Context: an optimization exercise on an open-source flow, tuned for small area. The choices shown serve that exercise and are no tape-out recipe.
Function was checked by simulation only, so behaviour that the tests miss may differ from the original.

==> run a: inputs <==
==> flow/design.v <==
package alu_operand_stage_pkg;
  localparam int NUM_REGS = 32;
  localparam int ADDR_W   = 5;
  localparam int DATA_W   = 32;
  localparam int FLAG_W   = 4;
  localparam int FLAG_ZERO     = 0;
  localparam int FLAG_OVERFLOW = 1;
  localparam int FLAG_CARRY    = 2;
  localparam int FLAG_NEGATIVE = 3;
  typedef enum logic [2:0] {
    OP_NOP   = 3'd0,
    OP_ADD   = 3'd1,
    OP_SUB   = 3'd2,
    OP_AND   = 3'd3,
    OP_OR    = 3'd4,
    OP_XOR   = 3'd5,
    OP_CMP   = 3'd6,
    OP_SHIFT = 3'd7
  } opcode_t;
endpackage
module reg32
(
  input  logic              clk,
  input  logic              rst,
  input  logic              load,
  input  logic [alu_operand_stage_pkg::DATA_W-1:0] d,
  output logic [alu_operand_stage_pkg::DATA_W-1:0] q
);
  always_ff @(posedge clk) begin
    if (rst)       q <= '0;
    else if (load) q <= d;
  end
endmodule
module alu_operand_stage
(
  input  logic                 clk,
  input  logic                 rst,
  input  logic [alu_operand_stage_pkg::ADDR_W-1:0]    readAddrA,
  input  logic [alu_operand_stage_pkg::ADDR_W-1:0]    readAddrB,
  input  logic [2:0]           controlIn,
  input  logic                 validIn,
  input  logic [alu_operand_stage_pkg::ADDR_W-1:0]    writeAddr,
  input  logic [alu_operand_stage_pkg::DATA_W-1:0]    writeData,
  input  logic                 writeEnable,
  input  logic [alu_operand_stage_pkg::FLAG_W-1:0]    flagsIn,
  input  logic                 flagsEnable,
  output logic [alu_operand_stage_pkg::DATA_W-1:0]    busA,
  output logic [alu_operand_stage_pkg::DATA_W-1:0]    busB,
  output logic [2:0]           control,
  output logic                 validOut,
  output logic [alu_operand_stage_pkg::FLAG_W-1:0]    flags
);
  localparam int NUM_REGS = alu_operand_stage_pkg::NUM_REGS;
  localparam int ADDR_W   = alu_operand_stage_pkg::ADDR_W;
  localparam int DATA_W   = alu_operand_stage_pkg::DATA_W;
  logic [DATA_W-1:0] entry_q [NUM_REGS];
  logic [DATA_W-1:0] opnd_a;
  logic [DATA_W-1:0] opnd_b;
  logic              wr_live;
  assign entry_q[0] = '0;
  genvar i;
  generate
    for (i = 1; i < NUM_REGS; i++) begin : g_entry
      reg32 u_entry (
        .clk  (clk),
        .rst  (rst),
        .load (writeEnable && (writeAddr == ADDR_W'(i))),
        .d    (writeData),
        .q    (entry_q[i])
      );
    end
  endgenerate
  assign wr_live = writeEnable && (writeAddr != '0);
  always_comb begin
    opnd_a = entry_q[readAddrA];
    opnd_b = entry_q[readAddrB];
    if (wr_live && (writeAddr == readAddrA)) opnd_a = writeData;
    if (wr_live && (writeAddr == readAddrB)) opnd_b = writeData;
  end
  reg32 u_bus_a (
    .clk  (clk),
    .rst  (rst),
    .load (validIn),
    .d    (opnd_a),
    .q    (busA)
  );
  reg32 u_bus_b (
    .clk  (clk),
    .rst  (rst),
    .load (validIn),
    .d    (opnd_b),
    .q    (busB)
  );
  always_ff @(posedge clk) begin
    if (rst) begin
      control  <= '0;
      validOut <= 1'b0;
      flags    <= '0;
    end else begin
      validOut <= validIn;
      if (validIn)     control <= controlIn;
      if (flagsEnable) flags   <= flagsIn;
    end
  end
endmodule
==> flow/run.sh <==
#!/bin/bash
# synth_recipe.tcl (not shown) runs the flow's synth.tcl, then flattens the netlist and writes it again
# the make line also repeats each setting of config.mk as NAME=value (left out here)
make -C /OpenROAD-flow-scripts/flow DESIGN_CONFIG=/design/flow/config.mk WORK_HOME=/design/flow/orfs CLKGATE_MAP_FILE= SYNTH_SCRIPT=/design/flow/synth_recipe.tcl finish
==> flow/config.mk <==
export PLATFORM = sky130hd
export DESIGN_NAME = alu_operand_stage
export DESIGN_NICKNAME = alu_operand_stage
export VERILOG_FILES = /design/flow/design.v
export SDC_FILE = /design/flow/constraint.sdc
export NUM_CORES = 4
export LEC_CHECK = 0
export CAP_MARGIN = 20
export CORE_MARGIN = 2
export CORE_UTILIZATION = 25
export PLACE_DENSITY = 0.35
export SLEW_MARGIN = 20
==> flow/constraint.sdc <==
create_clock -name core_clock -period 5.0 [get_ports {clk}]
set_input_delay 1.0000 -clock core_clock [delete_from_list [all_inputs] [get_ports {clk}]]
set_output_delay 1.0000 -clock core_clock [all_outputs]
set_load 0.01 [all_outputs]
==> run b: changes against run a <==
==> flow/design.v, changed modules only <==
module rf_hold_mux
(
  input  logic q,
  input  logic hold,
  input  logic d,
  input  logic load,
  output logic x
);
  assign x = (q & hold) | (d & load);
endmodule
module rf_sel3_n
(
  input  logic s0, d0,
  input  logic s1, d1,
  input  logic s2, d2,
  output logic y
);
  assign y = ~((s0 & d0) | (s1 & d1) | (s2 & d2));
endmodule
module rf_nand2
(
  input  logic a, b,
  output logic y
);
  assign y = ~(a & b);
endmodule
module rf_nand4
(
  input  logic a, b, c, d,
  output logic y
);
  assign y = ~(a & b & c & d);
endmodule
module rf_nand3
(
  input  logic a, b, c,
  output logic y
);
  assign y = ~(a & b & c);
endmodule
module rf_and3
(
  input  logic a, b, c,
  output logic y
);
  assign y = a & b & c;
endmodule
module rf_and2
(
  input  logic a, b,
  output logic y
);
  assign y = a & b;
endmodule
module rf_nor2
(
  input  logic a, b,
  output logic y
);
  assign y = ~(a | b);
endmodule
module rf_inv
(
  input  logic a,
  output logic y
);
  assign y = ~a;
endmodule
module rf_or3
(
  input  logic a, b, c,
  output logic y
);
  assign y = a | b | c;
endmodule
module rf_read_bit
(
  input  logic [31:1] s,    
  input  logic [31:1] d,    
  input  logic        sh,   
  input  logic        dh,   
  output logic        y
);
  logic [11:0] t;
  genvar j;
  generate
    for (j = 0; j < 10; j++) begin : g_s
      rf_sel3_n u_s (.s0(s[3*j+1]), .d0(d[3*j+1]), .s1(s[3*j+2]), .d1(d[3*j+2]),
                     .s2(s[3*j+3]), .d2(d[3*j+3]), .y(t[j]));
    end
  endgenerate
  rf_nand2 u_s10 (.a(s[31]), .b(d[31]), .y(t[10]));
  rf_nand2 u_s11 (.a(sh), .b(dh), .y(t[11]));
  logic p0, p1, p2;
  rf_nand4 u_n0 (.a(t[0]), .b(t[1]), .c(t[2]), .d(t[3]), .y(p0));
  rf_nand4 u_n1 (.a(t[4]), .b(t[5]), .c(t[6]), .d(t[7]), .y(p1));
  rf_nand4 u_n2 (.a(t[8]), .b(t[9]), .c(t[10]), .d(t[11]), .y(p2));
  rf_or3   u_o  (.a(p0), .b(p1), .c(p2), .y(y));
endmodule
module rf_predec
(
  input  logic [4:0] addr,
  input  logic       en,
  output logic [3:0] lo,      
  output logic [7:0] hi       
);
  logic [4:0] addr_n;
  genvar j;
  generate
    for (j = 0; j < 5; j++) begin : g_inv
      rf_inv u_i (.a(addr[j]), .y(addr_n[j]));
    end
    for (j = 0; j < 4; j++) begin : g_lo
      rf_and3 u_n (.a(en), .b(j[1] ? addr[1] : addr_n[1]), .c(j[0] ? addr[0] : addr_n[0]),
                   .y(lo[j]));
    end
    for (j = 0; j < 8; j++) begin : g_hi
      rf_and3 u_n (.a(j[2] ? addr[4] : addr_n[4]), .b(j[1] ? addr[3] : addr_n[3]),
                   .c(j[0] ? addr[2] : addr_n[2]), .y(hi[j]));
    end
  endgenerate
endmodule
module rf_read_dec
(
  input  logic [4:0]  addr,
  input  logic        en,      
  output logic [31:1] s
);
  logic [3:0] lo;
  logic [7:0] hi;
  rf_predec u_p (.addr(addr), .en(en), .lo(lo), .hi(hi));
  genvar k;
  generate
    for (k = 1; k < 32; k++) begin : g_s
      rf_and2 u_s (.a(lo[k % 4]), .b(hi[k / 4]), .y(s[k]));
    end
  endgenerate
endmodule
module rf_write_dec
(
  input  logic [4:0]  addr,
  input  logic        en,      
  input  logic        rst,
  output logic [31:1] load,
  output logic [31:1] hold
);
  logic [3:0] lo;
  logic [7:0] hi;
  rf_predec u_p (.addr(addr), .en(en), .lo(lo), .hi(hi));
  genvar k;
  generate
    for (k = 1; k < 32; k++) begin : g_s
      rf_and2  u_l (.a(lo[k % 4]), .b(hi[k / 4]), .y(load[k]));
      rf_nor2  u_h (.a(load[k]), .b(rst), .y(hold[k]));
    end
  endgenerate
endmodule
module alu_operand_stage
(
  input  logic                 clk,
  input  logic                 rst,
  input  logic [alu_operand_stage_pkg::ADDR_W-1:0]    readAddrA,
  input  logic [alu_operand_stage_pkg::ADDR_W-1:0]    readAddrB,
  input  logic [2:0]           controlIn,
  input  logic                 validIn,
  input  logic [alu_operand_stage_pkg::ADDR_W-1:0]    writeAddr,
  input  logic [alu_operand_stage_pkg::DATA_W-1:0]    writeData,
  input  logic                 writeEnable,
  input  logic [alu_operand_stage_pkg::FLAG_W-1:0]    flagsIn,
  input  logic                 flagsEnable,
  output logic [alu_operand_stage_pkg::DATA_W-1:0]    busA,
  output logic [alu_operand_stage_pkg::DATA_W-1:0]    busB,
  output logic [2:0]           control,
  output logic                 validOut,
  output logic [alu_operand_stage_pkg::FLAG_W-1:0]    flags
);
  localparam int NUM_REGS = alu_operand_stage_pkg::NUM_REGS;
  localparam int DATA_W   = alu_operand_stage_pkg::DATA_W;
  logic [DATA_W-1:0]   entry_q [1:NUM_REGS-1];
  logic [DATA_W-1:0]   entry_d [1:NUM_REGS-1];
  logic [NUM_REGS-1:1] ld, hd;
  logic [NUM_REGS-1:1] sel_a, sel_b;
  logic                take, hold;
  logic [DATA_W-1:0]   nxt_a, nxt_b;
  rf_write_dec u_wdec (.addr(writeAddr), .en(writeEnable && !rst), .rst(rst),
                       .load(ld), .hold(hd));
  genvar i, b;
  generate
    for (i = 1; i < NUM_REGS; i++) begin : g_entry
      for (b = 0; b < DATA_W; b++) begin : g_bit
        rf_hold_mux u_m (.q(entry_q[i][b]), .hold(hd[i]), .d(writeData[b]), .load(ld[i]),
                         .x(entry_d[i][b]));
      end
      always_ff @(posedge clk) entry_q[i] <= entry_d[i];
    end
  endgenerate
  assign take   = validIn && !rst;
  assign hold   = !validIn && !rst;
  rf_read_dec u_rdec_a (.addr(readAddrA), .en(take), .s(sel_a));
  rf_read_dec u_rdec_b (.addr(readAddrB), .en(take), .s(sel_b));
  generate
    for (b = 0; b < DATA_W; b++) begin : g_rd
      logic [NUM_REGS-1:1] col;
      for (i = 1; i < NUM_REGS; i++) begin : g_col
        assign col[i] = entry_d[i][b];
      end
      rf_read_bit u_a (.s(sel_a), .d(col), .sh(hold), .dh(busA[b]), .y(nxt_a[b]));
      rf_read_bit u_b (.s(sel_b), .d(col), .sh(hold), .dh(busB[b]), .y(nxt_b[b]));
    end
  endgenerate
  always_ff @(posedge clk) begin
    busA <= nxt_a;
    busB <= nxt_b;
  end
  always_ff @(posedge clk) begin
    if (rst) begin
      control  <= '0;
      validOut <= 1'b0;
      flags    <= '0;
    end else begin
      validOut <= validIn;
      if (validIn)     control <= controlIn;
      if (flagsEnable) flags   <= flagsIn;
    end
  end
endmodule
// module reg32 removed
CORE_UTILIZATION = 35   (was 25)
CTS_BUF_LIST = sky130_fd_sc_hd__clkbuf_16   (was default)
CTS_CLUSTER_DIAMETER = 60   (was default)
CTS_CLUSTER_SIZE = 30   (was default)
PLACE_DENSITY = 0.45   (was 0.35)
SYNTH_HIERARCHICAL = 1   (was default)
SYNTH_MINIMUM_KEEP_SIZE = 0   (was default)
==> flow_summary_export.csv <==
group,metric,value,unit
sta,timing.hold.ws,464.0,ps
route,drt-initial-drc-count,9958,
layout,seq_area_share,34.00,%
layout,n_clock_buffer,203,
layout,final_cell_mix,"nand2_1 (2085), dfxtp_1 (1064), a21oi_1 (1063)",
floorplan,coreArea,0.2050,mm^2
yosys,synthMostInstantiatedCell,"nand2_1",
worst_hold_path,hold_path_end,"g_entry[25].u_entry.q[18]",
layout,multi_input_area_share,44.85,%
worst_setup_path,worstPathMaxFanout,13,
status,status,"finished clean",
Source of the figures above: run a

==> flow_summary_export.csv <==
group,metric,value,unit
sta,timing.hold.ws,511.7,ps
status,status,"finished clean",
layout,seq_cells,1064,
yosys,synthMostInstantiatedCell,"dfxtp_1",
cts,clk_latency,720,ps
layout,seq_area_share,43.68,%
layout,multi_input_area_share,38.08,%
route,routed_via_density,7.509,
floorplan,coreArea,0.1123,mm^2
yosys,synth.area.top_cells,"dfxtp_1 (54%), a22o_1 (22%), a222oi_1 (16%), nand4_1 (3.0%), and2_1 (1.5%)",
global_route,overflow,0,
cts,cts_made_buffers,104,
yosys,synth_compound_area_share,38.11,%
layout,n_clock_buffer,105,
route,drt-initial-drc-count,8070,
placement,dp_slack,225.0,ps
layout,multi_input_area,0.01857,mm^2
worst_hold_path,hold_path_end,"entry_q[5][19]",
Source of the figures above: run b

separate check: timing with driven ports:
The flow's constraints put no driver on any port. The routed layouts listed below were extracted and timed again, unchanged, in two steps.
Step 1 (the two cells are an assumption about what drives the block):
set clk [get_ports {clk}]
set_driving_cell -lib_cell sky130_fd_sc_hd__clkbuf_16 $clk
set_driving_cell -lib_cell sky130_fd_sc_hd__buf_2 [delete_from_list [all_inputs] $clk]
Step 2 adds t to the input delays and takes it off the output delays; t is the mean of the earliest and latest rising clock arrival at the registers after step 1. Input paths then give back, and output paths get back, about the clock's delay inside the block.
Three values: no drivers, after step 1, after step 2; two values: the first two.
run | shift t [ns] | setup WS [ns] | hold slack, ns | slew at the worst register clock pin (ns)
run a | 0.906 | 1.300 / 1.372 / 0.466 | 0.464 / 0.464 / 0.464 | 0.07 / 0.07
run b | 0.776 | 0.833 / 0.879 / 0.102 | 0.512 / 0.512 / 0.512 | 0.09 / 0.09
After both steps setup and hold are still met in every run listed. For run a, which loses most, drivers alone change the setup slack by +0.072 ns; drivers and shift together by -0.834 ns.
